This design comes from an exercise in tuning for small area, a short achievable clock period and few clock cycles on the open sky130 flow, not from production work. RTL that was checked went through simulation tests only; none was proved equivalent to the original. Only the layout flow was run in run 1; the RTL was not checked for function there. No activity file was given, so power comes from the tool's default toggle rates.

--- config.mk ---
export PLATFORM = sky130hd
export DESIGN_NAME = note_ring_led_pulse_encoder
export DESIGN_NICKNAME = note_ring_led_pulse_encoder
export VERILOG_FILES = /design/flow/design.v
export SDC_FILE = /design/flow/constraint.sdc
export NUM_CORES = 4
export LEC_CHECK = 0
export CAP_MARGIN = 20
export CORE_MARGIN = 2
export CORE_UTILIZATION = 40
export SLEW_MARGIN = 20
--- constraint.sdc ---
create_clock -name core_clock -period 7.5 [get_ports {clk}]
set_input_delay 1.5000 -clock core_clock [delete_from_list [all_inputs] [get_ports {clk}]]
set_output_delay 1.5000 -clock core_clock [all_outputs]
set_load 0.01 [all_outputs]
--- design.v ---
module nrle_kpal (
  input  logic [3:0]  code,
  input  logic [1:0]  ch,
  output logic [12:0] k,
  output logic [14:0] k3
);
  logic [27:0] kk;
  always_comb begin
    case ({code, ch})
      {4'd1, 2'd1}: kk = {15'd12300, 13'd4100};   
      {4'd2, 2'd0}: kk = {15'd1236, 13'd412};   
      {4'd2, 2'd1}: kk = {15'd11064, 13'd3688};   
      {4'd3, 2'd0}: kk = {15'd3696, 13'd1232};   
      {4'd3, 2'd1}: kk = {15'd8604, 13'd2868};   
      {4'd4, 2'd0}: kk = {15'd3084, 13'd1028};   
      {4'd4, 2'd1}: kk = {15'd7989, 13'd2663};   
      {4'd4, 2'd2}: kk = {15'd1236, 13'd412};   
      {4'd5, 2'd0}: kk = {15'd4059, 13'd1353};   
      {4'd5, 2'd1}: kk = {15'd4059, 13'd1353};   
      {4'd5, 2'd2}: kk = {15'd4059, 13'd1353};   
      {4'd6, 2'd0}: kk = {15'd12300, 13'd4100};   
      {4'd7, 2'd0}: kk = {15'd9840, 13'd3280};   
      {4'd7, 2'd1}: kk = {15'd1845, 13'd615};   
      {4'd7, 2'd2}: kk = {15'd1845, 13'd615};   
      {4'd8, 2'd0}: kk = {15'd5778, 13'd1926};   
      {4'd8, 2'd1}: kk = {15'd987, 13'd329};   
      {4'd8, 2'd2}: kk = {15'd5409, 13'd1803};   
      {4'd9, 2'd0}: kk = {15'd987, 13'd329};   
      {4'd9, 2'd1}: kk = {15'd861, 13'd287};   
      {4'd9, 2'd2}: kk = {15'd10449, 13'd3483};   
      {4'd10, 2'd2}: kk = {15'd12300, 13'd4100};   
      {4'd11, 2'd1}: kk = {15'd6156, 13'd2052};   
      {4'd11, 2'd2}: kk = {15'd6156, 13'd2052};   
      {4'd12, 2'd1}: kk = {15'd10449, 13'd3483};   
      {4'd12, 2'd2}: kk = {15'd1845, 13'd615};   
      default:       kk = {15'd12, 13'd4};   
    endcase
  end
  assign k  = kk[12:0];
  assign k3 = kk[27:13];
endmodule
module nrle_bdig (
  input  logic [6:0]       bright,
  output logic [2:0][4:0]  sel
);
  logic [9:0] bx;
  assign bx = {2'b00, bright, 1'b0};
  always_comb begin
    for (int i = 0; i < 3; i++) begin
      logic [3:0] d;
      d = bx[3*i +: 4];
      sel[i][4] = d[3] && !(d[2] && d[1] && d[0]);
      sel[i][0] = (d == 4'd1) || (d == 4'd2) || (d == 4'd13) || (d == 4'd14);
      sel[i][1] = (d == 4'd3) || (d == 4'd4) || (d == 4'd11) || (d == 4'd12);
      sel[i][2] = (d == 4'd5) || (d == 4'd6) || (d == 4'd9)  || (d == 4'd10);
      sel[i][3] = (d == 4'd7) || (d == 4'd8);
    end
  end
endmodule
module nrle_lane (
  input  logic [12:0]      k,
  input  logic [14:0]      k3,
  input  logic [2:0][4:0]  sel,
  output logic [6:0]       level
);
  localparam logic [20:0] KEEP = ~21'd31;
  logic [20:0] q;
  always_comb begin
    q = '0;
    for (int i = 0; i < 3; i++) begin
      logic [15:0] m;
      logic        neg;
      logic [20:0] r;
      neg = sel[i][4];
      m   = ({16{sel[i][0]}} & {3'b000, k})       | ({16{sel[i][1]}} & {2'b00, k, 1'b0}) |
            ({16{sel[i][2]}} & {1'b0, k3})        | ({16{sel[i][3]}} & {1'b0, k, 2'b00});
      r   = {{5{neg}}, m ^ {16{neg}}};
      q   = q + ((r << (3*i)) & KEEP) + ((21'(neg) << (3*i)) & KEEP);
    end
  end
  assign level = q[18:12];
endmodule
module nrle_merge (
  input  logic [15:0] codes,    
  output logic [15:0] slots,
  output logic [1:0]  nm1
);
  logic [2:0] cnt;
  always_comb begin
    cnt   = '0;
    slots = '0;
    for (int k = 0; k < 4; k++) begin
      if (codes[4*k +: 4] != 4'd0 && codes[4*k +: 4] <= 4'd12) begin
        slots[4*cnt[1:0] +: 4] = codes[4*k +: 4];
        cnt = cnt + 3'd1;
      end
    end
    nm1 = (cnt == 3'd0) ? 2'd0 : 2'(cnt - 3'd1);
  end
endmodule
module nrle_emit (
  input  logic        clk,
  input  logic        rst_n,
  output logic        ready,      
  input  logic        load,       
  input  logic [15:0] slots_in,
  input  logic [1:0]  nm1_in,
  input  logic [6:0]  bright_in,
  input  logic        res_ready,
  output logic        res_valid,
  output logic [3:0]  res_led_index,
  output logic [1:0]  res_color_channel,
  output logic [6:0]  res_level,
  output logic        res_last
);
  logic        fresh_r;
  logic [15:0] q_r;
  logic [1:0]  nm1q_r;
  logic [6:0]  brq_r;
  logic        busy_r;
  logic [12:0] k_r;
  logic [14:0] k3_r;
  logic [2:0][4:0] sel_r;
  logic [3:0]  code_r;
  logic [1:0]  nm1_r;
  logic        vld_r;
  logic [3:0]  ri_r;
  logic [1:0]  rc_r;
  logic [6:0]  rl_r;
  logic        adv, w_last, w_lastseg, seg_end, start, step, take;
  logic [3:0]  w_led;
  logic [1:0]  w_ch, ch_nxt;
  logic [3:0]  code_nxt;
  logic [12:0] k_nxt;
  logic [14:0] k3_nxt;
  logic [2:0][4:0] sel_nxt;
  logic [6:0]  level;
  always_comb begin
    if (!vld_r || (ri_r == 4'd11 && rc_r == 2'd2)) begin
      w_led = 4'd0;
      w_ch  = 2'd0;
    end else if (rc_r == 2'd2) begin
      w_led = ri_r + 4'd1;
      w_ch  = 2'd0;
    end else begin
      w_led = ri_r;
      w_ch  = rc_r + 2'd1;
    end
  end
  assign w_last = (w_led == 4'd11) && (w_ch == 2'd2);
  always_comb begin
    case (nm1_r)
      2'd0: begin
        seg_end   = 1'b0;
        w_lastseg = 1'b1;
      end
      2'd1: begin
        seg_end   = (w_led == 4'd5);
        w_lastseg = (w_led >= 4'd6);
      end
      2'd2: begin
        seg_end   = (w_led == 4'd3) || (w_led == 4'd7);
        w_lastseg = (w_led >= 4'd8);
      end
      default: begin
        seg_end   = (w_led == 4'd2) || (w_led == 4'd5) || (w_led == 4'd8);
        w_lastseg = (w_led >= 4'd9);
      end
    endcase
  end
  assign ready = !fresh_r && (!busy_r || w_lastseg);
  assign start    = fresh_r && (!busy_r || w_last);
  assign step     = busy_r && !w_last && (w_ch == 2'd2) && seg_end;
  assign take     = start || step;
  assign ch_nxt   = (start || w_ch == 2'd2) ? 2'd0 : w_ch + 2'd1;
  assign code_nxt = take ? q_r[3:0] : code_r;
  nrle_kpal u_kpal (
    .code (code_nxt),
    .ch   (ch_nxt),
    .k    (k_nxt),
    .k3   (k3_nxt)
  );
  nrle_bdig u_bdig (
    .bright (brq_r),
    .sel    (sel_nxt)
  );
  nrle_lane u_lane (
    .k     (k_r),
    .k3    (k3_r),
    .sel   (sel_r),
    .level (level)
  );
  assign adv = !vld_r || res_ready;
  always_ff @(posedge clk) begin
    if (!rst_n) begin
      fresh_r <= 1'b0;
      busy_r  <= 1'b0;
      vld_r   <= 1'b0;
    end else begin
      if (load) begin
        fresh_r <= 1'b1;
      end else if (adv && start) begin
        fresh_r <= 1'b0;
      end
      if (adv) begin
        busy_r <= (busy_r && !w_last) || fresh_r;
        vld_r  <= busy_r;
      end
    end
  end
  always_ff @(posedge clk) begin
    if (load) begin
      q_r    <= slots_in;
      nm1q_r <= nm1_in;
      brq_r  <= bright_in;
    end else if (adv && take) begin
      q_r <= {4'd0, q_r[15:4]};
    end
    if (adv && (start || (busy_r && !w_last))) begin
      k_r    <= k_nxt;
      k3_r   <= k3_nxt;
      code_r <= code_nxt;
    end
    if (adv && start) begin
      sel_r <= sel_nxt;
      nm1_r <= nm1q_r;
    end
    if (adv && busy_r) begin
      ri_r <= w_led;
      rc_r <= w_ch;
      rl_r <= level;
    end
  end
  assign res_valid         = vld_r;
  assign res_led_index     = ri_r;
  assign res_color_channel = rc_r;
  assign res_level         = rl_r;
  assign res_last          = (ri_r == 4'd11) && (rc_r == 2'd2);
endmodule
module note_ring_led_pulse_encoder (
  input  logic        clk,
  input  logic        rst_n,
  input  logic        in_valid,
  output logic        in_ready,
  input  logic [3:0]  note_first,
  input  logic [3:0]  note_second,
  input  logic [3:0]  note_third,
  input  logic [3:0]  note_fourth,
  output logic        out_valid,
  input  logic        out_ready,
  output logic [3:0]  out_led_index,
  output logic [1:0]  out_color_channel,
  output logic [6:0]  out_level,
  output logic [31:0] out_pulse_pattern,
  output logic        out_last,
  input  logic        cfg_we,
  input  logic [6:0]  cfg_wdata
);
  localparam logic [6:0] BRIGHT_MAX   = 7'd100;
  localparam logic [6:0] BRIGHT_RESET = 7'd10;
  logic [6:0]  bright_r;
  logic [15:0] slots;
  logic [1:0]  nm1;
  logic        load;
  always_ff @(posedge clk) begin
    if (!rst_n) begin
      bright_r <= BRIGHT_RESET;
    end else if (cfg_we) begin
      bright_r <= (cfg_wdata > BRIGHT_MAX) ? BRIGHT_MAX : cfg_wdata;
    end
  end
  assign load = rst_n && in_valid && in_ready;
  nrle_merge u_merge (
    .codes ({note_fourth, note_third, note_second, note_first}),
    .slots (slots),
    .nm1   (nm1)
  );
  nrle_emit u_emit (
    .clk               (clk),
    .rst_n             (rst_n),
    .ready             (in_ready),
    .load              (load),
    .slots_in          (slots),
    .nm1_in            (nm1),
    .bright_in         (bright_r),
    .res_ready         (out_ready),
    .res_valid         (out_valid),
    .res_led_index     (out_led_index),
    .res_color_channel (out_color_channel),
    .res_level         (out_level),
    .res_last          (out_last)
  );
  for (genvar k = 0; k < 8; k++) begin : g_pulse
    assign out_pulse_pattern[4*k +: 4] = {1'b1, (k < 7) ? out_level[k] : 1'b0, 2'b00};
  end
endmodule
--- run.sh ---
#!/bin/bash
# synth_recipe.tcl (not shown) runs the flow's synth.tcl, then flattens the netlist and writes it again
# the make line also repeats each setting of config.mk as NAME=value (left out here)
make -C /OpenROAD-flow-scripts/flow DESIGN_CONFIG=/design/flow/config.mk WORK_HOME=/design/flow/orfs CLKGATE_MAP_FILE= SYNTH_SCRIPT=/design/flow/synth_recipe.tcl finish
==> results of run 1 <==
stage by stage:
stage / util [%] / setup WS, ns / std cells / cell area (sq um) / power, W
floorplan: - / 2.88 / 755 / 7160 / 0.00133
global placement: 43.6 / 2.00 / 960 / 7540 / 0.00151
detailed placement: 43.6 / 1.81 / 960 / 7550 / 0.00152
CTS: 45.4 / 2.16 / 976 / 7850 / 0.00199
global route: 45.4 / 2.11 / 977 / 7860 / 0.00212
finish: 45.4 / 2.37 / 977 / 7860 / 0.00198
state kept, by name (all words and copies together), names as in the netlist, 4 cells and up:
signal	flops
u_emit.brq_r	7
u_emit.ri_r	4
u_emit.k3_r	13
u_emit.sel_r	12
bright_r	7
u_emit.rl_r	7
u_emit.code_r	4
u_emit.k_r	12
u_emit.q_r	16
how the worst max path moves through the flow:
stage | start | endpoint | slack [ns] | cells after the start
6_report | note_first[1] | u_emit.q_r[10] | 2.37 | 11
4_1_cts | note_first[2] | u_emit.q_r[10] | 2.16 | 11
5_1_grt | note_first[2] | u_emit.q_r[11] | 2.11 | 11
3_5_place_dp | note_first[1] | u_emit.q_r[10] | 1.81 | 11
3_3_place_gp | note_first[2] | u_emit.q_r[10] | 2.00 | 11
2_1_floorplan | note_first[2] | u_emit.q_r[10] | 2.88 | 11
routing by layer:
metal	vias up	wire length, um	global-route usage, %
met2	187	8040	31.3
met5	-	0	0
met4	0	340	5.44
li1	2671	-	-
met3	19	868	3.37
met1	2705	7230	23.3
logic make-up after synthesis:
kind of cell / count (synthesis) / synth area share (%)
compound gates: 200 / 21.1
other cells: 2 / 0.106
flops: 91 / 37.2
buf+inv: 123 / 8.66
xor+xnor: 42 / 5.30
mux: 38 / 6.13
simple gates: 199 / 13.7
fa+ha+maj: 37 / 7.81
layout by cell type (no fill, tap or decap), types with 4 or more instances in the layout:
cell,count
a21o_1,8
a21oi_1,30
a221oi_1,20
a22o_1,32
a22oi_1,16
a31oi_1,8
a32o_1,4
and2_1,9
buf_4,4
clkbuf_16,9
clkdlybuf4s50_1,50
conb_1,25
dfxtp_1,10
edfxtp_1,81
fa_1,12
ha_1,25
inv_1,44
inv_2,6
mux2_2,17
mux2i_1,16
nand2_1,65
nand2b_1,10
nand3_1,9
nor2_1,49
nor2b_1,10
nor3_1,16
nor3b_1,6
o211ai_1,6
o21a_1,5
o21ai_0,24
o21ai_1,7
o31ai_1,4
or3_1,4
xnor2_1,27
xor2_1,14
layout make-up:
class / count / area, sq um
clock buffer: 9 / 225
tap: 225 / 282
timing repair buffer: 54 / 531
inverter: 50 / 188
sequential: 91 / 2630
clock inverter: 7 / 73.8
fill: 1633 / 9440
multi-input combinational: 541 / 3930
power groups by stage:
stage	registers (W)	logic (W)	clock network, W
2_1_floorplan	0.000712	0.000618	0
3_3_place_gp	0.000743	0.000762	0
3_5_place_dp	0.000746	0.000776	0
4_1_cts	0.000734	0.000781	0.000479
5_1_grt	0.000746	0.000878	0.000496
6_report	0.000735	0.000779	0.000465
==> results_dict.tcl, run 1 <==
set metrics [dict create \
    insertion_delay_ns 0.35 \
    wirelength_um 16500 \
    p_int_w 0.00128 \
    antenna_found_initial 0 \
    wl_per_cell_um 16.9 \
    final_hold_viol_count 0 \
    gp_congestion 0.899 \
    synth_warnings 6 \
    ys_types 77 \
    grt_pass1_wl_um 27100 \
    leakage_nw 3.06 \
    ctsHoldBuffers 0 \
    drtAntennaViolNets 0 \
    die_h_um 137 \
    dieArea_sq_mm 0.0188 \
    timing.final.crit_share_pct 68.4 \
    rows 48 \
    cp_slowest_cell "a2111oi_1" \
    synth_common_cells "edfxtp_1 (81), nand2_1 (65), nor2_1 (51)" \
    firstDrtPassIters 5 \
    skew_ns 0.00804 \
    ir_drop_mv 0.138 \
    reg2reg_slack_ns 2.75 \
    p_sw_share_pct 35.4 \
    synth_seq_cells 91 \
    start_kind "input port" \
    syn_inst 732 \
    grt_max_degree 30 \
    setup_viol 0 \
    area_delta_synth_final_pct 11.1 \
    viasPerCell 5.71 \
    overflow 0 \
    root_buffer "clkbuf_16" \
    core_sq_mm 0.0173 \
    layout.nets 812 \
    power_density_mw_per_mm2 252 \
    postCtsSetupBuffers 0 \
    ys_async_sr_fraction_pct 0 \
    synth.most_common_cell "edfxtp_1" \
    drt_iter0_markers 441 \
    cts_made_buffers 9 \
    synth_top_area_cell "edfxtp_1" \
    grtUsageTotal_pct 18.2 \
    drive_above_1_share_pct 7.98 \
    io_buffers 50 \
    path_max_fanout 9 \
    netlist_area_sq_mm 0.00708 \
    path_cells "clkdlybuf4s50_1 > or4_1 > nand2_1 > inv_1 > ha_1 > xnor2_1 > inv_1 > ha_1 > a2111oi_1 > a22o_1 > mux2_2" \
    slew_headroom_pct 34.8 \
    min_period_ns 5.13 \
    crit_type "in -> reg" \
    reg2reg_from "u_emit.ri_r[0]" \
    route.detailed.drc 0 \
    max_freq_ghz 0.195 \
    hold_ws_ns 0.437 \
    hold_class "reg -> reg" \
    clock_sinks 91 \
    fin_setup_tns_ns 0 \
    die_w_um 137 \
    crit_required_ns 7.72 \
    cts_tree "done" \
    dp_hpwl_um 12600 \
    path_buf_inv 3 \
    p_sw_w 0.000699 \
    synth-edff-count 81 \
    worstHoldStart "bright_r[5]" \
    htree_levels 3 \
    comb_power_share_pct 39.4 \
    worstPathArrival_ns 5.35 \
    yosys-top-cells-area "edfxtp_1 (34%), ha_1 (4.4%), a22o_1 (4.0%), buf_4 (3.6%), nand2_1 (3.4%)" \
    clockPowerShare_pct 23.5 \
    grt_pass1_vias 5315 \
    num_vias 5582 \
    holdPathStages 0 \
    rsz0062_at_grt "no" \
    cts_max_path_buffers 2 \
    pwr-share-seq_pct 37.1 \
    start_util_pct 40.9 \
    cts-resized-gates 0 \
    reg2regPathDepth 11 \
    cp_slowest_stage_delay_ns 0.71 \
    ios 76 \
    critical_path.top_delay_family "compound AO/OA/AOI/OAI gates" \
    endpoint_kind "register" \
    ys.flop_type "edfxtp_1" \
    clkTransAtPathRegs_ns 0.07 \
    synth_top_area_share_pct 34.4 \
    synth_area_per_cell_sq_um 9.67 \
    n_antenna_cell 0 \
    outcome "complete, no violations" \
    whs_endpoint "u_emit.brq_r[5]" \
    yosysSeqAreaShare_pct 37.2 \
    worst_pin_slew_ns 0.975 \
    drv_slew 0 \
    drv_cap 0 \
    reg2reg_to "u_emit.k3_r[6]" \
]
==> run 2, diff against run 1 <==
--- a/design.v
+++ b/design.v
@@ -85,17 +85,24 @@
   output logic [15:0] slots,
   output logic [1:0]  nm1
 );
-  logic [2:0] cnt;
-  always_comb begin
-    cnt   = '0;
+  logic [3:0] act;
+  logic [1:0] pos [4];    
+  always_comb begin
+    for (int i = 0; i < 4; i++) begin
+      act[i] = (codes[4*i +: 4] != 4'd0) && (codes[4*i +: 4] <= 4'd12);
+    end
+    pos[0] = 2'd0;
+    pos[1] = {1'b0, act[0]};
+    pos[2] = {act[0] && act[1], act[0] ^ act[1]};
+    pos[3] = 2'(act[0]) + 2'(act[1]) + 2'(act[2]);
     slots = '0;
-    for (int k = 0; k < 4; k++) begin
-      if (codes[4*k +: 4] != 4'd0 && codes[4*k +: 4] <= 4'd12) begin
-        slots[4*cnt[1:0] +: 4] = codes[4*k +: 4];
-        cnt = cnt + 3'd1;
-      end
-    end
-    nm1 = (cnt == 3'd0) ? 2'd0 : 2'(cnt - 3'd1);
+    for (int i = 0; i < 4; i++) begin
+      for (int j = 0; j <= i; j++) begin
+        slots[4*j +: 4] = slots[4*j +: 4] |
+                          ({4{act[i] && pos[i] == 2'(j)}} & codes[4*i +: 4]);
+      end
+    end
+    nm1 = (act == 4'd0) ? 2'd0 : 2'(2'(act[0]) + 2'(act[1]) + 2'(act[2]) + 2'(act[3]) - 2'd1);
   end
 endmodule
 module nrle_emit (
--- a/config.mk
+++ b/config.mk
@@ -8,4 +8,5 @@
 export CAP_MARGIN = 20
 export CORE_MARGIN = 2
 export CORE_UTILIZATION = 40
+export SETUP_SLACK_MARGIN = 4.0
 export SLEW_MARGIN = 20
==> results_dict.tcl, run 2 <==
set metrics [dict create \
    outcome "complete, no violations" \
    cts_max_path_buffers 2 \
    path_max_fanout 8 \
    synth.most_common_cell "edfxtp_1" \
    power_density_mw_per_mm2 336 \
    skew_ns 0.00934 \
    max_freq_ghz 0.266 \
    die_w_um 133 \
    drtAntennaViolNets 0 \
    synth_top_area_share_pct 36.4 \
    start_util_pct 40.6 \
    synth_warnings 7 \
    netlist_area_sq_mm 0.00669 \
    rows 47 \
    reg2regPathDepth 15 \
    seq_area_sq_mm 0.00263 \
    htree_levels 3 \
    insertion_delay_ns 0.34 \
    top_register "u_emit.q_r" \
    rsz0062_at_grt "yes" \
    ctsHoldBuffers 0 \
    start_kind "register" \
    grt_pass1_vias 5390 \
    ys_async_sr_fraction_pct 0 \
    clkTransAtPathRegs_ns 0.07 \
    crit_required_ns 7.59 \
    layout.nets 810 \
    hold_ws_ns 0.431 \
    worst_pin_slew_ns 0.819 \
    ir_drop_mv 0.184 \
    yosys-top-cells-area "edfxtp_1 (36%), ha_1 (4.7%), fa_1 (3.9%), buf_4 (3.7%), xnor2_1 (3.3%)" \
    wirelength_um 17300 \
    dp_hpwl_um 11600 \
    synth-edff-count 81 \
    firstDrtPassIters 6 \
    core_sq_mm 0.0165 \
    crit_type "reg -> reg" \
    synth_seq_cells 91 \
    fin_setup_tns_ns 0 \
    area_delta_synth_final_pct 26.7 \
    dieArea_sq_mm 0.0178 \
    die_h_um 133 \
    stdcell_count 969 \
    ys.flop_type "edfxtp_1" \
    overflow 0 \
    num_vias 5632 \
    worstPathArrival_ns 3.85 \
    io_buffers 50 \
    setup_viol 0 \
    holdPathStages 0 \
    gp_congestion 0.946 \
    yosysSeqAreaShare_pct 39.4 \
    synth_common_cells "edfxtp_1 (81), nand2_1 (43), nor2_1 (39)" \
    route.detailed.drc 0 \
    antenna_found_initial 0 \
    leakage_nw 3.24 \
    largest_reg_flops 16 \
    final_hold_viol_count 0 \
    most-common-layout-cells "edfxtp_1 (81), buf_4 (54), nand2_1 (37), clkdlybuf4s50_1 (37), nor2_1 (34)" \
    ios 76 \
    root_buffer "clkbuf_16" \
    drv_slew 0 \
    endpoint_kind "register" \
    synth_top_area_cell "edfxtp_1" \
    top_regs "u_emit.q_r: 16 flops, u_emit.k3_r: 13 flops" \
    timing.final.crit_share_pct 50.1 \
    clock_sinks 91 \
    slew_headroom_pct 45.4 \
    min_period_ns 3.76 \
    synth_area_per_cell_sq_um 10.1 \
    cts_made_buffers 9 \
    drive_above_1_share_pct 25.8 \
    ys_types 79 \
    viasPerCell 5.81 \
    multiInputGateArea_sq_mm 0.00410 \
    drv_cap 0 \
    mostFrequentLayoutCell "edfxtp_1" \
    total_power_w 0.00284 \
    cts_tree "done" \
    grt_pass1_wl_um 26600 \
    grtUsageTotal_pct 18.5 \
    dpl.cell_count 890 \
    fillers 1456 \
    hold_class "reg -> reg" \
    n_antenna_cell 0 \
    grt_max_degree 37 \
    wl_per_cell_um 17.9 \
    drt_iter0_markers 688 \
    syn_inst 664 \
]
[run 2: cell types whose count changed after synthesis, moves of 9 or more]
cell | before | now
a22o_1 | 32 | 20
inv_1 | 44 | 35
mux2_2 | 17 | 2
nand2_1 | 65 | 43
nand3_1 | 9 | 18
nor2_1 | 51 | 39
nor3_1 | 16 | 4
[run 2: worst max-delay path, stage by stage (launching register included)]
cell and delay (ns):
edfxtp_1 0.53, buf_4 0.20, a22o_1 0.19, a221oi_1 0.28
xor2_1 0.15, fa_1 0.45, inv_1 0.07, ha_1 0.22
and3_4 0.16, a221oi_2 0.31, a21oi_2 0.11, or3_4 0.36
a21oi_4 0.18, a21oi_2 0.10, a21oi_2 0.13, xnor2_1 0.08
[run 2: logic make-up (layout without fill, tap and decap cells)]
logic type | Yosys count | after routing | synth area share, %
fa+ha+maj | 38 | 38 | 8.57
xor+xnor | 37 | 37 | 4.85
flops | 91 | 91 | 39.4
compound gates | 187 | 188 | 20.6
buf+inv | 109 | 170 | 8.33
mux | 19 | 19 | 3.82
other cells | 2 | 25 | 0.112
simple gates | 181 | 181 | 14.3
[run 2: final cells by class]
type                    count  share of cell area [%]
multi-input cells         488                    48.5
well taps                 220                    3.25
clock inverters             6                   0.709
inverters                  40                    1.91
flip-flops and latches     91                    31.1
repair buffers            114                    11.9
clock buffers              10                    2.70
[run 2: metrics by stage]
stage          setup WS, ns  utilization (%)  area (sq um)
6_report               3.74             51.4          8470
5_1_grt                3.50             51.4          8470
4_1_cts                3.74             48.7          8030
3_5_place_dp           3.21             44.1          7260
3_3_place_gp           3.30             44.1          7260
2_1_floorplan          3.92                -          6890
[run 2: final timing paths]
path | startpoint | end | slack (ns)
min | bright_r[3] | u_emit.brq_r[3] | 0.43
max | u_emit.sel_r[8] | u_emit.rl_r[6] | 3.74
max reg2reg | u_emit.sel_r[8] | u_emit.rl_r[6] | 3.74
min reg2reg | bright_r[3] | u_emit.brq_r[3] | 0.43
[run 2: power by group]
| part | switching (W) | internal, W |
|---|---|---|
| Combinational | 0.000813 | 0.000739 |
| Sequential | 0.000120 | 0.000738 |
| Clock | 0.000202 | 0.000232 |
[run 2: layer usage]
metal  global-route usage (%)  vias up  wire (um)
met1                     23.4     2721       7220
met4                     6.09        0        511
met3                     3.65       53        947
met5                        0        -          0
li1                         -     2577          -
met2                     31.7      281       8640
[run 2: timing repair]
| item | CTS | global route |
|---|---|---|
| cloned | 1 | 1 |
| pin swaps | 27 | 29 |
| setup buffers | 43 | 18 |
| resized for setup | 49 | 78 |
| hold endpoints to repair | 0 | 0 |
| setup endpoints to repair | 65 | 63 |
Testbench counts of run 2, summed over its fixed seeds: cycles 13,848.
==> run 3, diff against run 2 <==
--- a/config.mk
+++ b/config.mk
@@ -8,5 +8,4 @@
 export CAP_MARGIN = 20
 export CORE_MARGIN = 2
 export CORE_UTILIZATION = 40
-export SETUP_SLACK_MARGIN = 4.0
 export SLEW_MARGIN = 20
==> results_dict.tcl, run 3 <==
set metrics [dict create \
    outcome "complete, no violations" \
    drtAntennaViolNets 0 \
    grt_pass1_vias 4898 \
    ys_async_sr_fraction_pct 0 \
    top_register "u_emit.q_r" \
    p_sw_share_pct 38.6 \
    cp_slowest_cell "clkdlybuf4s50_1" \
    start_kind "register" \
    slew_headroom_pct 35.4 \
    clock_sinks 91 \
    syn_inst 664 \
    synth_seq_cells 91 \
    io_buffers 50 \
    busiest_layer "met2" \
    synth_top_area_share_pct 36.4 \
    setup_viol 0 \
    ir_drop_mv 0.184 \
    holdPathStages 0 \
    timing.final.crit_share_pct 58.4 \
    num_vias 5095 \
    grtUsageTotal_pct 17.5 \
    ys.flop_type "edfxtp_1" \
    layout.nets 749 \
    synth_warnings 7 \
    yosysSeqAreaShare_pct 39.4 \
    cts_made_buffers 9 \
    viasPerCell 5.61 \
    comb_power_share_pct 47.3 \
    antenna_found_initial 0 \
    min_period_ns 4.38 \
    wirelength_um 15400 \
    root_buffer "clkbuf_16" \
    hold_class "reg -> reg" \
    path_max_fanout 6 \
    yosys-top-cells-area "edfxtp_1 (36%), ha_1 (4.7%), fa_1 (3.9%), buf_4 (3.7%), xnor2_1 (3.3%)" \
    crit_type "reg -> out" \
    rsz0062_at_grt "no" \
    p_sw_w 0.000974 \
    cts_max_path_buffers 2 \
    most-common-layout-cells "edfxtp_1 (81), clkdlybuf4s50_1 (50), nand2_1 (43)" \
    overflow 0 \
    reg2reg_slack_ns 3.16 \
    cp_slowest_stage_delay_ns 0.60 \
    total_power_w 0.00252 \
    htree_levels 3 \
    ios 76 \
    firstDrtPassIters 5 \
    insertion_delay_ns 0.35 \
    max_freq_ghz 0.228 \
    cts-resized-gates 0 \
    pwr-share-seq_pct 34.2 \
    n_antenna_cell 0 \
    synth_top_area_cell "edfxtp_1" \
    largest_reg_flops 16 \
    met2_usage_pct 28.9 \
    rows 47 \
    route.detailed.drc 0 \
    wl_per_cell_um 17.0 \
    leakage_nw 2.80 \
    synth_area_per_cell_sq_um 10.1 \
    start_util_pct 40.6 \
    gp_congestion 0.954 \
    use_met3_pct 3.96 \
    synth-edff-count 81 \
    worst_pin_slew_ns 0.966 \
    synth_common_cells "edfxtp_1 (81), nand2_1 (43), nor2_1 (39)" \
    top_regs "u_emit.q_r: 16 flops, u_emit.k3_r: 13 flops" \
    clockPowerShare_pct 18.5 \
    fin_setup_tns_ns 0 \
    area_delta_synth_final_pct 12.0 \
    path_cells "ha_1 > nand3b_1 > xnor2_1 > nor2b_1 > a21bo_2 > o2bb2ai_1 > a21oi_1 > clkdlybuf4s50_1" \
    netlist_area_sq_mm 0.00669 \
    ys_types 79 \
    die_w_um 133 \
    reg2regPathDepth 12 \
    drt_iter0_markers 625 \
    synth.most_common_cell "edfxtp_1" \
    dp_hpwl_um 11800 \
    skew_ns 0.00951 \
    grt_max_degree 37 \
    drv_cap 0 \
    endpoint_kind "output pin" \
    mostFrequentLayoutCell "edfxtp_1" \
    final_hold_viol_count 0 \
    grt_use_met1_pct 22.8 \
    drive_above_1_share_pct 6.83 \
    drv_slew 0 \
    p_int_w 0.00155 \
    hold_ws_ns 0.444 \
    grt_pass1_wl_um 25000 \
    ctsHoldBuffers 0 \
    worstPathArrival_ns 2.88 \
    power_density_mw_per_mm2 337 \
    postCtsSetupBuffers 0 \
    clkTransAtPathRegs_ns 0.07 \
    crit_required_ns 6.00 \
    cts_tree "done" \
    dieArea_sq_mm 0.0178 \
    core_sq_mm 0.0165 \
    die_h_um 133 \
]
==> run 3: final cells by class <==
type | count | area [sq um]
inverters | 40 | 155
clock inverters | 6 | 73.8
clock buffers | 10 | 229
flip-flops and latches | 91 | 2630
fillers | 1550 | 8980
multi-input cells | 487 | 3590
well taps | 220 | 275
repair buffers | 54 | 531
==> run 3: worst paths after layout <==
check | start | to
max | u_emit.ri_r[1] | in_ready
min | bright_r[2] | u_emit.brq_r[2]
max reg2reg | u_emit.ri_r[1] | u_emit.k_r[8]
min reg2reg | bright_r[2] | u_emit.brq_r[2]
==> run 3: critical path, delay by kind of cell (launching register included) <==
kind,cells,cell delay [ns]
AO/OA/AOI/OAI,3,0.53
buffers and inverters,1,0.60
AND/OR/NAND/NOR,2,0.33
flip-flops,1,0.45
adder cells (fa/ha/maj),1,0.26
XOR/XNOR,1,0.36
==> run 3: stage by stage <==
step	std cells	setup WS [ns]	area (sq um)	utilization, %
floorplan	687	3.61	6770	-
global placement	891	3.24	7170	43.6
detailed placement	892	3.24	7180	43.6
CTS	908	3.10	7480	45.4
global route	908	2.90	7490	45.5
finish	908	3.12	7490	45.5
==> run 3: cells by family (layout without fill, tap and decap cells) <==
group	Yosys count	in the layout	share of synthesized area, %
other	2	25	0.112
adders and majority gates	38	38	8.57
AOI/OAI and AO/OA	187	187	20.6
xor gates and xnor gates	37	37	4.85
muxes	19	19	3.82
buffers and inverters	109	110	8.33
and+or+nand+nor	181	181	14.3
DFF	91	91	39.4
==> run 3: layer usage <==
layer | vias to the layer above | wire length, um | share of wire (%)
met2 | 149 | 7530 | 49
li1 | 2456 | - | -
met4 | 0 | 367 | 2.4
met3 | 23 | 625 | 4.1
met5 | - | 0 | 0
met1 | 2467 | 6900 | 45
==> run 3: power groups by stage <==
| stage | logic, W | registers, W | clock network [W] |
|---|---|---|---|
| after floorplan | 0.000958 | 0.000814 | 0 |
| after global placement | 0.00118 | 0.000869 | 0 |
| after detailed placement | 0.00119 | 0.000874 | 0 |
| after CTS | 0.00120 | 0.000863 | 0.000483 |
| after global routing | 0.00134 | 0.000879 | 0.000499 |
| final | 0.00119 | 0.000864 | 0.000467 |
==> run 4, diff against run 3 <==
--- a/design.v
+++ b/design.v
@@ -130,11 +130,13 @@
   logic [2:0][4:0] sel_r;
   logic [3:0]  code_r;
   logic [1:0]  nm1_r;
+  logic [3:0]  led_r;
+  logic [1:0]  ch_r;
   logic        vld_r;
   logic [3:0]  ri_r;
   logic [1:0]  rc_r;
   logic [6:0]  rl_r;
-  logic        adv, w_last, w_lastseg, seg_end, start, step, take;
+  logic        adv, w_last, w_lastseg, seg_end, start, take;
   logic [3:0]  w_led;
   logic [1:0]  w_ch, ch_nxt;
   logic [3:0]  code_nxt;
@@ -142,18 +144,8 @@
   logic [14:0] k3_nxt;
   logic [2:0][4:0] sel_nxt;
   logic [6:0]  level;
-  always_comb begin
-    if (!vld_r || (ri_r == 4'd11 && rc_r == 2'd2)) begin
-      w_led = 4'd0;
-      w_ch  = 2'd0;
-    end else if (rc_r == 2'd2) begin
-      w_led = ri_r + 4'd1;
-      w_ch  = 2'd0;
-    end else begin
-      w_led = ri_r;
-      w_ch  = rc_r + 2'd1;
-    end
-  end
+  assign w_led = led_r;
+  assign w_ch  = ch_r;
   assign w_last = (w_led == 4'd11) && (w_ch == 2'd2);
   always_comb begin
     case (nm1_r)
@@ -177,9 +169,8 @@
   end
   assign ready = !fresh_r && (!busy_r || w_lastseg);
   assign start    = fresh_r && (!busy_r || w_last);
-  assign step     = busy_r && !w_last && (w_ch == 2'd2) && seg_end;
-  assign take     = start || step;
-  assign ch_nxt   = (start || w_ch == 2'd2) ? 2'd0 : w_ch + 2'd1;
+  assign take     = !busy_r || ((w_ch == 2'd2) && (seg_end || w_led == 4'd11));
+  assign ch_nxt   = (w_ch == 2'd2) ? 2'd0 : w_ch + 2'd1;
   assign code_nxt = take ? q_r[3:0] : code_r;
   nrle_kpal u_kpal (
     .code (code_nxt),
@@ -203,6 +194,7 @@
       fresh_r <= 1'b0;
       busy_r  <= 1'b0;
       vld_r   <= 1'b0;
+      ch_r    <= 2'd2;
     end else begin
       if (load) begin
         fresh_r <= 1'b1;
@@ -213,6 +205,9 @@
         busy_r <= (busy_r && !w_last) || fresh_r;
         vld_r  <= busy_r;
       end
+      if (adv && (start || (busy_r && !w_last))) begin
+        ch_r <= ch_nxt;
+      end
     end
   end
   always_ff @(posedge clk) begin
@@ -220,9 +215,14 @@
       q_r    <= slots_in;
       nm1q_r <= nm1_in;
       brq_r  <= bright_in;
-    end else if (adv && take) begin
+    end else if (adv && take && (start || (busy_r && !w_last))) begin
       q_r <= {4'd0, q_r[15:4]};
     end
+    if (adv && start) begin
+      led_r <= 4'd0;
+    end else if (adv && busy_r && !w_last && w_ch == 2'd2) begin
+      led_r <= led_r + 4'd1;
+    end
     if (adv && (start || (busy_r && !w_last))) begin
       k_r    <= k_nxt;
       k3_r   <= k3_nxt;
==> results_dict.tcl, run 4 <==
set metrics [dict create \
    drt_iter0_markers 478 \
    area_delta_synth_final_pct 10.8 \
    num_vias 5428 \
    ctsHoldBuffers 0 \
    cp_slowest_cell "mux2i_1" \
    rsz0062_at_grt "no" \
    hold_class "reg -> reg" \
    p_sw_share_pct 40.4 \
    start_util_pct 41.1 \
    largest_reg_flops 16 \
    reg2reg_slack_ns 3.34 \
    dp_hpwl_um 12000 \
    cts-resized-gates 0 \
    reg2reg_from "u_emit.ch_r[1]" \
    htree_levels 3 \
    synth_top_area_cell "edfxtp_1" \
    grt_pass1_vias 5145 \
    viasPerCell 5.74 \
    synth_seq_cells 97 \
    top_register "u_emit.q_r" \
    ys_async_sr_fraction_pct 0 \
    synth_warnings 7 \
    start_kind "register" \
    rows 47 \
    root_buffer "clkbuf_16" \
    grt_pass1_wl_um 26000 \
    reg2regPathDepth 7 \
    crit_start "u_emit.ch_r[1]" \
    ys_types 72 \
    drv_cap 0 \
    synth_simple_gate_area_share_pct 14.4 \
    slew_headroom_pct 28.8 \
    synth_compound_area_share_pct 20.4 \
    p_int_w 0.00168 \
    n_antenna_cell 0 \
    ys.flop_type "edfxtp_1" \
    clock_sinks 97 \
    min_period_ns 4.16 \
    path_max_fanout 22 \
    skew_ns 0.00831 \
    mostFrequentLayoutCell "edfxtp_1" \
    postCtsSetupBuffers 0 \
    total_power_w 0.00283 \
    muxShareOfSynthArea_pct 3.22 \
    leakage_nw 2.90 \
    ir_drop_mv 0.236 \
    fin_setup_tns_ns 0 \
    firstDrtPassIters 7 \
    cts_max_path_buffers 2 \
    cts_tree "done" \
    fin_util_pct 45.6 \
    reg2reg_to "u_emit.k_r[8]" \
    timing.final.crit_share_pct 55.5 \
    critical_path.endpoint "u_emit.k_r[8]" \
    grt_max_degree 37 \
    max_freq_ghz 0.240 \
    insertion_delay_ns 0.34 \
    most-common-layout-cells "edfxtp_1 (81), nand2_1 (54), nor2_1 (50), clkdlybuf4s50_1 (50)" \
    grtUsageTotal_pct 17.8 \
    route.detailed.drc 0 \
    outcome "complete, no violations" \
    cts_made_buffers 9 \
    comb_power_share_pct 50.4 \
    wl_per_cell_um 17.0 \
    multiInputGateArea_sq_mm 0.00362 \
    wirelength_um 16100 \
    die_h_um 135 \
    synth_top_family_by_area "compound AO/OA/AOI/OAI gates" \
    antenna_found_initial 0 \
    gp_congestion 0.900 \
    final_hold_viol_count 0 \
    place_ws_ns 3.28 \
    synth-xor-area-share_pct 4.97 \
    power_density_mw_per_mm2 371 \
    syn_inst 708 \
    path_cells "inv_2 > a2111o_1 > o221ai_4 > mux2i_1 > o22ai_1 > a211oi_1 > a21oi_1" \
    drtAntennaViolNets 0 \
    io_buffers 50 \
    synth.most_common_cell "edfxtp_1" \
    synth_top_area_share_pct 35.4 \
    worst_slack_ns 3.34 \
    netlist_area_sq_mm 0.00687 \
    cp_slowest_stage_delay_ns 0.94 \
    yosysSeqAreaShare_pct 40.1 \
    crit_type "reg -> reg" \
    clockPowerShare_pct 15.3 \
    seq_area_sq_mm 0.00275 \
    die_w_um 135 \
    clkTransAtPathRegs_ns 0.07 \
    pwr-share-seq_pct 34.4 \
    layout.nets 786 \
    fillers 1578 \
    crit_required_ns 7.58 \
    overflow 0 \
    worst_pin_slew_ns 1.04 \
    drv_slew 0 \
    dieArea_sq_mm 0.0182 \
    endpoint_kind "register" \
    synth_common_cells "edfxtp_1 (81), nand2_1 (54), nor2_1 (50)" \
    synth-edff-count 81 \
    worstPathArrival_ns 4.24 \
    ios 76 \
    top_regs "u_emit.q_r: 16 flops, u_emit.k3_r: 13 flops" \
    p_sw_w 0.00114 \
    synth_fa_ha_area_share_pct 8.16 \
    drive_above_1_share_pct 4.96 \
    yosys-top-cells-area "edfxtp_1 (35%), dfxtp_1 (4.7%), ha_1 (4.4%), fa_1 (3.8%), buf_4 (3.7%)" \
    synth_area_per_cell_sq_um 9.71 \
    core_sq_mm 0.0167 \
    setup_viol 0 \
]
[run 4: cell count changes after synthesis, moves of 5 or more]
cell,delta
o211ai_1,+5
clkbuf_1,+5
dfxtp_1,+6
mux2i_1,+7
o21ai_0,+9
nand2_1,+11
nand3_1,-6
nor2b_1,+8
and2_1,-5
a32oi_1,-5
nor2_1,+11
[run 4: logic make-up after synthesis]
| kind of cell | Yosys count |
|---|---|
| mux | 21 |
| compound gates | 194 |
| xor+xnor | 39 |
| buf+inv | 118 |
| flops | 97 |
| simple gates | 200 |
| other cells | 2 |
| fa+ha+maj | 37 |
[run 4: area by class of cell]
class / instances / share of cell area, %
flip-flops and latches: 97 / 36.1
well taps: 220 / 3.61
inverters: 41 / 2.02
clock buffers: 11 / 3.06
repair buffers: 56 / 7.16
clock inverters: 5 / 0.509
multi-input cells: 516 / 47.5
[run 4: worst min path at each step]
stage	to	slack [ns]	start	cells past startpoint
after floorplan	u_emit.nm1_r[0]	0.40	u_emit.nm1q_r[0]	0
after global routing	u_emit.nm1_r[1]	0.43	u_emit.nm1q_r[1]	0
after global placement	u_emit.nm1_r[1]	0.40	u_emit.nm1q_r[1]	0
final	u_emit.nm1_r[1]	0.42	u_emit.nm1q_r[1]	0
after CTS	u_emit.nm1_r[1]	0.42	u_emit.nm1q_r[1]	0
after detailed placement	u_emit.nm1_r[1]	0.41	u_emit.nm1q_r[1]	0
[run 4: metal layers]
metal  share of wire [%]  vias up  global-route usage, %
met5                   0        -                      0
met2                  49      271                   31.4
li1                    -     2560                      -
met3                 5.7       32                   2.78
met1                  43     2565                   22.1
met4                 2.1        0                   6.66
[run 4: critical path, delay by kind of cell (launching register included)]
kind	cells	cell delay [ns]
flops	1	0.81
mux	1	0.94
compound gates	5	1.90
buf+inv	1	0.22
[run 4: power groups by stage]
stage,combinational (W),sequential [W],clock [W]
after CTS,0.00142,0.000970,0.000443
final,0.00142,0.000971,0.000432
after detailed placement,0.00142,0.000981,0
after floorplan,0.00115,0.000892,0
after global placement,0.00139,0.000975,0
after global routing,0.00160,0.000989,0.000465
[run 4: metrics by stage]
step                      instance area [sq um]  hold WS [ns]  std cells
after floorplan                            6960         0.400        731
after global placement                     7340         0.403        930
after detailed placement                   7340         0.407        930
after CTS                                  7620         0.423        946
after global routing                       7620         0.434        946
final                                      7620         0.422        946
Testbench counts of run 4, summed over its fixed seeds: cycles 13,848.
==> run 5, diff against run 4 <==
--- a/config.mk
+++ b/config.mk
@@ -5,6 +5,7 @@
 export SDC_FILE = /design/flow/constraint.sdc
 export NUM_CORES = 4
 export LEC_CHECK = 0
+export ABC_CLOCK_PERIOD_IN_PS = 3000
 export CAP_MARGIN = 20
 export CORE_MARGIN = 2
 export CORE_UTILIZATION = 40
==> results_dict.tcl, run 5 <==
set metrics [dict create \
    max_freq_ghz 0.240 \
    start_util_pct 41.1 \
    area_delta_synth_final_pct 10.8 \
    synth_top_area_cell "edfxtp_1" \
    firstDrtPassIters 7 \
    seq_area_sq_mm 0.00275 \
    multiInputGateArea_sq_mm 0.00362 \
    synth_seq_cells 97 \
    synth_simple_gate_area_share_pct 14.4 \
    min_period_ns 4.16 \
    setup_viol 0 \
    ys_async_sr_fraction_pct 0 \
    path_buf_inv 1 \
    synth_common_cells "edfxtp_1 (81), nand2_1 (54), nor2_1 (50)" \
    synth_top_family_by_area "compound AO/OA/AOI/OAI gates" \
    wirelength_um 16100 \
    viasPerCell 5.74 \
    leakage_nw 2.90 \
    root_buffer "clkbuf_16" \
    mostFrequentLayoutCell "edfxtp_1" \
    power_density_mw_per_mm2 371 \
    ys_types 72 \
    outcome "complete, no violations" \
    n_antenna_cell 0 \
    num_vias 5428 \
    largest_reg_flops 16 \
    grt_max_degree 37 \
    netlist_area_sq_mm 0.00687 \
    endpoint_kind "register" \
    hold_class "reg -> reg" \
    final_hold_viol_count 0 \
    drt_iter0_markers 478 \
    synth_compound_area_share_pct 20.4 \
    critical_path.top_delay_family "compound AO/OA/AOI/OAI gates" \
    core_sq_mm 0.0167 \
    top_register "u_emit.q_r" \
    synth_warnings 7 \
    postCtsSetupBuffers 0 \
    htree_levels 3 \
    reg2reg_slack_ns 3.34 \
    antenna_found_initial 0 \
    route.detailed.drc 0 \
    synth_area_per_cell_sq_um 9.71 \
    synth.most_common_cell "edfxtp_1" \
    grt_pass1_wl_um 26000 \
    muxShareOfSynthArea_pct 3.22 \
    total_power_w 0.00283 \
    dieArea_sq_mm 0.0182 \
    ys.flop_type "edfxtp_1" \
    synth_top_area_share_pct 35.4 \
    die_w_um 135 \
    cp_slowest_cell "mux2i_1" \
    drv_cap 0 \
    grtUsageTotal_pct 17.8 \
    skew_ns 0.00831 \
    path_cells "inv_2 > a2111o_1 > o221ai_4 > mux2i_1 > o22ai_1 > a211oi_1 > a21oi_1" \
    rsz0062_at_grt "no" \
    cp_slowest_stage_delay_ns 0.94 \
    yosysSeqAreaShare_pct 40.1 \
    path_max_fanout 22 \
    cts_max_path_buffers 2 \
    most-common-layout-cells "edfxtp_1 (81), nand2_1 (54), nor2_1 (50), clkdlybuf4s50_1 (50)" \
    yosys-top-cells-area "edfxtp_1 (35%), dfxtp_1 (4.7%), ha_1 (4.4%), fa_1 (3.8%), buf_4 (3.7%)" \
    fin_util_pct 45.6 \
    clock_sinks 97 \
    worst_pin_slew_ns 1.04 \
    ios 76 \
    wl_per_cell_um 17.0 \
    clkTransAtPathRegs_ns 0.07 \
    cts_made_buffers 9 \
    worst_slack_ns 3.34 \
    reg2reg_to "u_emit.k_r[8]" \
    fin_setup_tns_ns 0 \
    io_buffers 50 \
    crit_start "u_emit.ch_r[1]" \
    syn_inst 708 \
    reg2regPathDepth 7 \
    dp_hpwl_um 12000 \
    worstPathArrival_ns 4.24 \
    cts-resized-gates 0 \
    overflow 0 \
    grt_pass1_vias 5145 \
    synth-edff-count 81 \
    layout.nets 786 \
    crit_type "reg -> reg" \
    drive_above_1_share_pct 4.96 \
    synth-xor-area-share_pct 4.97 \
    fillers 1578 \
    gp_congestion 0.900 \
    timing.final.crit_share_pct 55.5 \
    ctsHoldBuffers 0 \
    start_kind "register" \
    cp.depth 7 \
    ir_drop_mv 0.236 \
    slew_headroom_pct 28.8 \
    insertion_delay_ns 0.34 \
    cts_tree "done" \
    rows 47 \
    die_h_um 135 \
    reg2reg_from "u_emit.ch_r[1]" \
    hold_ws_ns 0.422 \
    place_ws_ns 3.28 \
    synth_fa_ha_area_share_pct 8.16 \
    critical_path.endpoint "u_emit.k_r[8]" \
    top_regs "u_emit.q_r: 16 flops, u_emit.k3_r: 13 flops" \
    drv_slew 0 \
    drtAntennaViolNets 0 \
    crit_required_ns 7.58 \
]
run 5: layout make-up:
cell class                      instances  share of cell area, %
Clock buffer                           11                   3.06
Clock inverter                          5                  0.509
Inverter                               41                   2.02
Multi-Input combinational cell        516                   47.5
Sequential cell                        97                   36.1
Tap cell                              220                   3.61
Timing Repair Buffer                   56                   7.16
run 5: per-layer routing:
metal	track usage [%]	share of wire, %	wire (um)	vias to the layer above
met2	31.4	49	7940	271
li1	-	-	-	2560
met3	2.78	5.7	918	32
met1	22.1	43	6920	2565
met5	0	0	0	-
met4	6.66	2.1	344	0
run 5: cells by family after synthesis:
family / after synthesis
and+or+nand+nor: 200
AOI/OAI and AO/OA: 194
buffers and inverters: 118
DFF: 97
xor gates and xnor gates: 39
adders and majority gates: 37
muxes: 21
other: 2
run 5: worst min path at each step:
stage / from / endpoint / slack, ns / cells after the start
after global placement: u_emit.nm1q_r[1] / u_emit.nm1_r[1] / 0.40 / 0
final: u_emit.nm1q_r[1] / u_emit.nm1_r[1] / 0.42 / 0
after global routing: u_emit.nm1q_r[1] / u_emit.nm1_r[1] / 0.43 / 0
after floorplan: u_emit.nm1q_r[0] / u_emit.nm1_r[0] / 0.40 / 0
after detailed placement: u_emit.nm1q_r[1] / u_emit.nm1_r[1] / 0.41 / 0
after CTS: u_emit.nm1q_r[1] / u_emit.nm1_r[1] / 0.42 / 0
run 5: power breakdown:
group,switching (W),internal (W),total [W]
Combinational,0.000780,0.000642,0.00142
Sequential,0.000158,0.000812,0.000971
Clock,0.000204,0.000228,0.000432
run 5: metrics by stage:
stage,area (sq um),instances
after floorplan,6960,731
after global placement,7340,930
after detailed placement,7340,930
after CTS,7620,946
after global routing,7620,946
final,7620,946
==> run 6, diff against run 5 <==
--- a/config.mk
+++ b/config.mk
@@ -5,7 +5,7 @@
 export SDC_FILE = /design/flow/constraint.sdc
 export NUM_CORES = 4
 export LEC_CHECK = 0
-export ABC_CLOCK_PERIOD_IN_PS = 3000
+export ABC_CLOCK_PERIOD_IN_PS = 1200
 export CAP_MARGIN = 20
 export CORE_MARGIN = 2
 export CORE_UTILIZATION = 40
==> results_dict.tcl, run 6 <==
set metrics [dict create \
    outcome "complete, no violations" \
    synth_seq_cells 97 \
    core_sq_mm 0.0167 \
    ir_drop_mv 0.236 \
    clock_sinks 97 \
    dp_hpwl_um 12000 \
    firstDrtPassIters 7 \
    worstPathArrival_ns 4.24 \
    fillers 1578 \
    die_w_um 135 \
    endpoint_kind "register" \
    route.detailed.drc 0 \
    netlist_area_sq_mm 0.00687 \
    cts_tree "done" \
    mostFrequentLayoutCell "edfxtp_1" \
    antenna_found_initial 0 \
    die_h_um 135 \
    rows 47 \
    root_buffer "clkbuf_16" \
    synth_area_per_cell_sq_um 9.71 \
    rsz0062_at_grt "no" \
    largest_reg_flops 16 \
    reg2reg_from "u_emit.ch_r[1]" \
    fin_setup_tns_ns 0 \
    setup_viol 0 \
    power_density_mw_per_mm2 371 \
    fin_util_pct 45.6 \
    p_sw_w 0.00114 \
    start_util_pct 41.1 \
    critical_path.endpoint "u_emit.k_r[8]" \
    reg2reg_slack_ns 3.34 \
    place_ws_ns 3.28 \
    cts_made_buffers 9 \
    max_freq_ghz 0.240 \
    viasPerCell 5.74 \
    ys_types 72 \
    hold_class "reg -> reg" \
    ios 76 \
    drive_above_1_share_pct 4.96 \
    crit_start "u_emit.ch_r[1]" \
    most-common-layout-cells "edfxtp_1 (81), nand2_1 (54), nor2_1 (50), clkdlybuf4s50_1 (50)" \
    worst_slack_ns 3.34 \
    start_kind "register" \
    clockPowerShare_pct 15.3 \
    dieArea_sq_mm 0.0182 \
    reg2reg_to "u_emit.k_r[8]" \
    ctsHoldBuffers 0 \
    clkTransAtPathRegs_ns 0.07 \
    ys.flop_type "edfxtp_1" \
    yosysSeqAreaShare_pct 40.1 \
    crit_type "reg -> reg" \
    p_int_w 0.00168 \
    leakage_nw 2.90 \
    postCtsSetupBuffers 0 \
    top_register "u_emit.q_r" \
    stdcell_count 946 \
    min_period_ns 4.16 \
    wirelength_um 16100 \
    synth_top_area_cell "edfxtp_1" \
    skew_ns 0.00831 \
    synth_warnings 7 \
    synth-edff-count 81 \
    syn_inst 708 \
    synth_common_cells "edfxtp_1 (81), nand2_1 (54), nor2_1 (50)" \
    cp_slowest_cell "mux2i_1" \
    num_vias 5428 \
    crit_required_ns 7.58 \
    reg2regPathDepth 7 \
    cts_max_path_buffers 2 \
    grt_pass1_wl_um 26000 \
    yosys-top-cells-area "edfxtp_1 (35%), dfxtp_1 (4.7%), ha_1 (4.4%), fa_1 (3.8%), buf_4 (3.7%)" \
    layout.nets 786 \
    overflow 0 \
    grt_pass1_vias 5145 \
    drtAntennaViolNets 0 \
    ys_async_sr_fraction_pct 0 \
    pwr-share-seq_pct 34.4 \
    slew_headroom_pct 28.8 \
    final_hold_viol_count 0 \
    wl_per_cell_um 17.0 \
    path_cells "inv_2 > a2111o_1 > o221ai_4 > mux2i_1 > o22ai_1 > a211oi_1 > a21oi_1" \
    grt_max_degree 37 \
    drt_iter0_markers 478 \
    path_max_fanout 22 \
    synth_top_area_share_pct 35.4 \
    htree_levels 3 \
    timing.final.crit_share_pct 55.5 \
    comb_power_share_pct 50.4 \
    synth.most_common_cell "edfxtp_1" \
    cts-resized-gates 0 \
    grtUsageTotal_pct 17.8 \
    insertion_delay_ns 0.34 \
    worst_pin_slew_ns 1.04 \
    dpl.cell_count 930 \
    area_delta_synth_final_pct 10.8 \
    gp_congestion 0.900 \
    cp_slowest_stage_delay_ns 0.94 \
    io_buffers 50 \
    p_sw_share_pct 40.4 \
    top_regs "u_emit.q_r: 16 flops, u_emit.k3_r: 13 flops" \
    n_antenna_cell 0 \
    drv_cap 0 \
    drv_slew 0 \
]
==> run 6: metal layers <==
layer | vias up | global-route usage [%] | share of wire (%)
li1 | 2560 | - | -
met3 | 32 | 2.78 | 5.7
met2 | 271 | 31.4 | 49
met5 | - | 0 | 0
met4 | 0 | 6.66 | 2.1
met1 | 2565 | 22.1 | 43
==> run 6: how the worst min path moves through the flow <==
stage | slack [ns] | endpoint | startpoint | depth (start not counted)
floorplan | 0.40 | u_emit.nm1_r[0] | u_emit.nm1q_r[0] | 0
global route | 0.43 | u_emit.nm1_r[1] | u_emit.nm1q_r[1] | 0
detailed placement | 0.41 | u_emit.nm1_r[1] | u_emit.nm1q_r[1] | 0
global placement | 0.40 | u_emit.nm1_r[1] | u_emit.nm1q_r[1] | 0
CTS | 0.42 | u_emit.nm1_r[1] | u_emit.nm1q_r[1] | 0
finish | 0.42 | u_emit.nm1_r[1] | u_emit.nm1q_r[1] | 0
==> run 6: per-stage QoR <==
stage	hold WS, ns	cell area (sq um)	total power (W)
floorplan	0.400	6960	0.00204
global placement	0.403	7340	0.00236
detailed placement	0.407	7340	0.00240
CTS	0.423	7620	0.00284
finish	0.422	7620	0.00283
global route	0.434	7620	0.00306
==> run 6: logic make-up after synthesis <==
| logic type | after synthesis | synth area share [%] |
|---|---|---|
| xor gates and xnor gates | 39 | 4.97 |
| adders and majority gates | 37 | 8.16 |
| DFF | 97 | 40.1 |
| muxes | 21 | 3.22 |
| and+or+nand+nor | 200 | 14.4 |
| buffers and inverters | 118 | 8.63 |
| AOI/OAI and AO/OA | 194 | 20.4 |
| other | 2 | 0.109 |
==> run 6: power groups by stage <==
| stage | Combinational, W | Sequential [W] | Clock, W |
|---|---|---|---|
| finish | 0.00142 | 0.000971 | 0.000432 |
| CTS | 0.00142 | 0.000970 | 0.000443 |
| global route | 0.00160 | 0.000989 | 0.000465 |
| floorplan | 0.00115 | 0.000892 | 0 |
| detailed placement | 0.00142 | 0.000981 | 0 |
| global placement | 0.00139 | 0.000975 | 0 |
==> run 6: area by class of cell <==
class | instances | area (sq um) | share of cell area, %
Clock inverter | 5 | 38.8 | 0.509
Sequential cell | 97 | 2750 | 36.1
Multi-Input combinational cell | 516 | 3620 | 47.5
Clock buffer | 11 | 233 | 3.06
Inverter | 41 | 154 | 2.02
Tap cell | 220 | 275 | 3.61
Timing Repair Buffer | 56 | 546 | 7.16
==> run 6: critical path, delay by kind of cell, from the launching register on <==
family / cells / cell delay [ns]
AO/OA/AOI/OAI: 5 / 1.90
buffers and inverters: 1 / 0.22
flip-flops: 1 / 0.81
multiplexers: 1 / 0.94
==> run 7, diff against run 6 <==
--- a/config.mk
+++ b/config.mk
@@ -5,8 +5,8 @@
 export SDC_FILE = /design/flow/constraint.sdc
 export NUM_CORES = 4
 export LEC_CHECK = 0
-export ABC_CLOCK_PERIOD_IN_PS = 1200
 export CAP_MARGIN = 20
 export CORE_MARGIN = 2
 export CORE_UTILIZATION = 40
+export SETUP_SLACK_MARGIN = 4.6
 export SLEW_MARGIN = 20
==> results_dict.tcl, run 7 <==
set metrics [dict create \
    top_register "u_emit.q_r" \
    grt_max_degree 37 \
    num_vias 5983 \
    outcome "complete, no violations" \
    crit_required_ns 7.61 \
    worstPathArrival_ns 3.51 \
    drtAntennaViolNets 0 \
    grt_pass1_wl_um 28600 \
    slew_headroom_pct 48.9 \
    layout.nets 892 \
    route.detailed.drc 0 \
    htree_levels 3 \
    start_kind "register" \
    endpoint_kind "register" \
    root_buffer "clkbuf_16" \
    rows 47 \
    worst_pin_slew_ns 0.767 \
    comb_power_share_pct 59.6 \
    wl_per_cell_um 18.2 \
    clockPowerShare_pct 12.9 \
    cp.depth 13 \
    ir_drop_mv 0.251 \
    crit_type "reg -> reg" \
    path_cells "a22o_1 > a221oi_2 > xor2_1 > fa_1 > inv_1 > ha_1 > o21ai_2 > a21oi_2 > o211ai_1 > a32o_2 > o31a_1 > buf_4 > xnor2_1" \
    cts_max_path_buffers 2 \
    critical_path.top_delay_family "compound AO/OA/AOI/OAI gates" \
    clock_sinks 97 \
    dieArea_sq_mm 0.0182 \
    cts_tree "done" \
    ctsHoldBuffers 0 \
    reg2regPathDepth 13 \
    die_w_um 135 \
    firstDrtPassIters 9 \
    fin_setup_tns_ns 0 \
    largest_reg_flops 16 \
    whs_endpoint "u_emit.nm1_r[1]" \
    timing.final.crit_share_pct 45.3 \
    viasPerCell 5.69 \
    synth.most_common_cell "edfxtp_1" \
    grtUsageTotal_pct 19.7 \
    drv_cap 0 \
    reg2reg_to "u_emit.rl_r[5]" \
    synth_top_area_cell "edfxtp_1" \
    syn_inst 708 \
    min_period_ns 3.40 \
    grt_pass1_vias 5569 \
    cp_slowest_stage_delay_ns 0.57 \
    drt_iter0_markers 574 \
    skew_ns 0.0112 \
    cts_made_buffers 9 \
    most-common-layout-cells "edfxtp_1 (81), buf_4 (78), nand2_1 (47)" \
    insertion_delay_ns 0.35 \
    netlist_area_sq_mm 0.00687 \
    drv_slew 0 \
    ios 76 \
    synth-edff-count 81 \
    p_sw_share_pct 40.6 \
    core_sq_mm 0.0167 \
    path_max_fanout 7 \
    wirelength_um 19200 \
    ys_types 72 \
    ys_async_sr_fraction_pct 0 \
    synth_warnings 7 \
    yosysSeqAreaShare_pct 40.1 \
    p_sw_w 0.00142 \
    leakage_nw 3.64 \
    synth_seq_cells 97 \
    drive_above_1_share_pct 31.3 \
    io_buffers 50 \
    top_regs "u_emit.q_r: 16 flops, u_emit.k3_r: 13 flops" \
    final_hold_viol_count 0 \
    antenna_found_initial 0 \
    p_int_w 0.00208 \
    path_buf_inv 2 \
    ys.flop_type "edfxtp_1" \
    synth_area_per_cell_sq_um 9.71 \
    pwr-share-seq_pct 27.6 \
    holdPathStages 0 \
    dp_hpwl_um 12000 \
    yosys-top-cells-area "edfxtp_1 (35%), dfxtp_1 (4.7%), ha_1 (4.4%), fa_1 (3.8%), buf_4 (3.7%)" \
    hold_class "reg -> reg" \
    worstHoldStart "u_emit.nm1q_r[1]" \
    mostFrequentLayoutCell "edfxtp_1" \
    setup_viol 0 \
    rsz0062_at_grt "yes" \
    gp_congestion 0.898 \
    max_freq_ghz 0.294 \
    die_h_um 135 \
    n_antenna_cell 0 \
    worst_slack_ns 4.10 \
    power_density_mw_per_mm2 378 \
    synth_common_cells "edfxtp_1 (81), nand2_1 (54), nor2_1 (50)" \
    clkTransAtPathRegs_ns 0.07 \
    overflow 0 \
    place_ws_ns 3.44 \
    start_util_pct 41.1 \
    reg2reg_from "u_emit.k_r[4]" \
    reg2reg_slack_ns 4.10 \
    cp_slowest_cell "fa_1" \
    synth_top_area_share_pct 35.4 \
    area_delta_synth_final_pct 34.8 \
]
## run 7: cell counts after synthesis
No cell type changed its count.
## run 7: cell type report
| type | count | area [sq um] |
|---|---|---|
| Inverter | 41 | 199 |
| Multi-Input combinational cell | 518 | 4250 |
| Tap cell | 220 | 275 |
| Clock inverter | 7 | 68.8 |
| Fill cell | 1422 | 7440 |
| Timing Repair Buffer | 158 | 1460 |
| Sequential cell | 97 | 2770 |
| Clock buffer | 9 | 225 |
| Timing Repair inverter | 2 | 13.8 |
## run 7: cell families (layout without fill, tap and decap cells)
family	after synthesis	count (layout)	share of synthesized area [%]
other cells	2	25	0.109
flops	97	97	40.1
compound gates	194	195	20.4
simple gates	200	200	14.4
xor+xnor	39	39	4.97
mux	21	22	3.22
buf+inv	118	217	8.63
fa+ha+maj	37	37	8.16
## run 7: power by group through the flow
stage | Sequential, W | Combinational, W | Clock [W]
2_1_floorplan | 0.000891 | 0.00119 | 0
5_1_grt | 0.000983 | 0.00228 | 0.000483
6_report | 0.000964 | 0.00208 | 0.000451
3_3_place_gp | 0.000979 | 0.00143 | 0
3_5_place_dp | 0.000982 | 0.00146 | 0
4_1_cts | 0.000961 | 0.00166 | 0.000462
## run 7: repair_timing
action | CTS | global route
endpoints found under the setup margin | 104 | 68
hold endpoints to repair | 0 | 0
resized for setup | 110 | 106
pin swaps | 46 | 40
gates cloned | 5 | 3
setup buffers | 35 | 63
## run 7: worst max path at each step
stage / startpoint / endpoint / slack (ns)
2_1_floorplan: note_second[1] / u_emit.q_r[4] / 4.09
3_3_place_gp: note_second[1] / u_emit.q_r[6] / 3.51
3_5_place_dp: note_second[1] / u_emit.q_r[6] / 3.44
4_1_cts: u_emit.sel_r[3] / u_emit.rl_r[6] / 4.09
5_1_grt: u_emit.sel_r[3] / u_emit.rl_r[6] / 3.94
6_report: u_emit.k_r[4] / u_emit.rl_r[5] / 4.10
## run 7: per-layer routing
layer	up-vias	track usage, %	wire [um]
met4	0	8.04	707
met5	-	0	0
met1	2873	24.1	7620
met2	249	34.7	9840
met3	74	3.12	1020
li1	2787	-	-
## run 7: worst register-to-register path, delay by kind of cell, from the launching register on
kind	cells	cell delay, ns
fa+ha+maj	2	0.85
compound gates	7	1.37
xor+xnor	2	0.24
buf+inv	2	0.19
flops	1	0.53
## run 7: metrics by stage
| step | instances | hold slack, ns | instance area, sq um | utilization [%] | total power, W |
|---|---|---|---|---|---|
| floorplan | 731 | 0.400 | 7040 | - | 0.00208 |
| global placement | 930 | 0.402 | 7400 | 44.3 | 0.00241 |
| detailed placement | 930 | 0.408 | 7400 | 44.3 | 0.00244 |
| CTS | 986 | 0.425 | 8310 | 49.7 | 0.00309 |
| global route | 1052 | 0.438 | 9260 | 55.5 | 0.00375 |
| finish | 1052 | 0.426 | 9260 | 55.5 | 0.00350 |

## static timing again, ports no longer ideal
No port has a modelled driver above. Below, the same layouts with a new extraction and two added sets of constraints.
Step 1 assumes that a clkbuf_16 drives the clock port and a buf_2 every other input.
Step 2 times the ports against the registers' clock, not the clock port: input delays grow and output delays shrink by t, the midpoint of the rising clock arrivals with the driver on.
Slacks: ideal ports / drivers / drivers and shift; pairs: ideal ports / drivers.
run | t (ns) | slack for setup (ns) | worst slew at a driven data input, ns
run 1 | 0.384 | 2.367 / 2.371 / 1.987 | 0.05
run 2 | 0.379 | 3.740 / 3.734 / 3.740 | 0.03
run 3 | 0.386 | 3.123 / 3.077 / 3.165 | 0.04
run 4 | 0.382 | 3.338 / 3.338 / 3.186 | 0.04
run 5 | 0.382 | 3.338 / 3.338 / 3.186 | 0.04
run 6 | 0.382 | 3.338 / 3.338 / 3.186 | 0.04
run 7 | 0.387 | 4.100 / 4.100 / 3.860 | 0.05
After both steps every run listed still meets setup and hold. For run 1, which loses most, drivers alone change the setup slack by +0.004 ns; drivers and shift together by -0.380 ns.
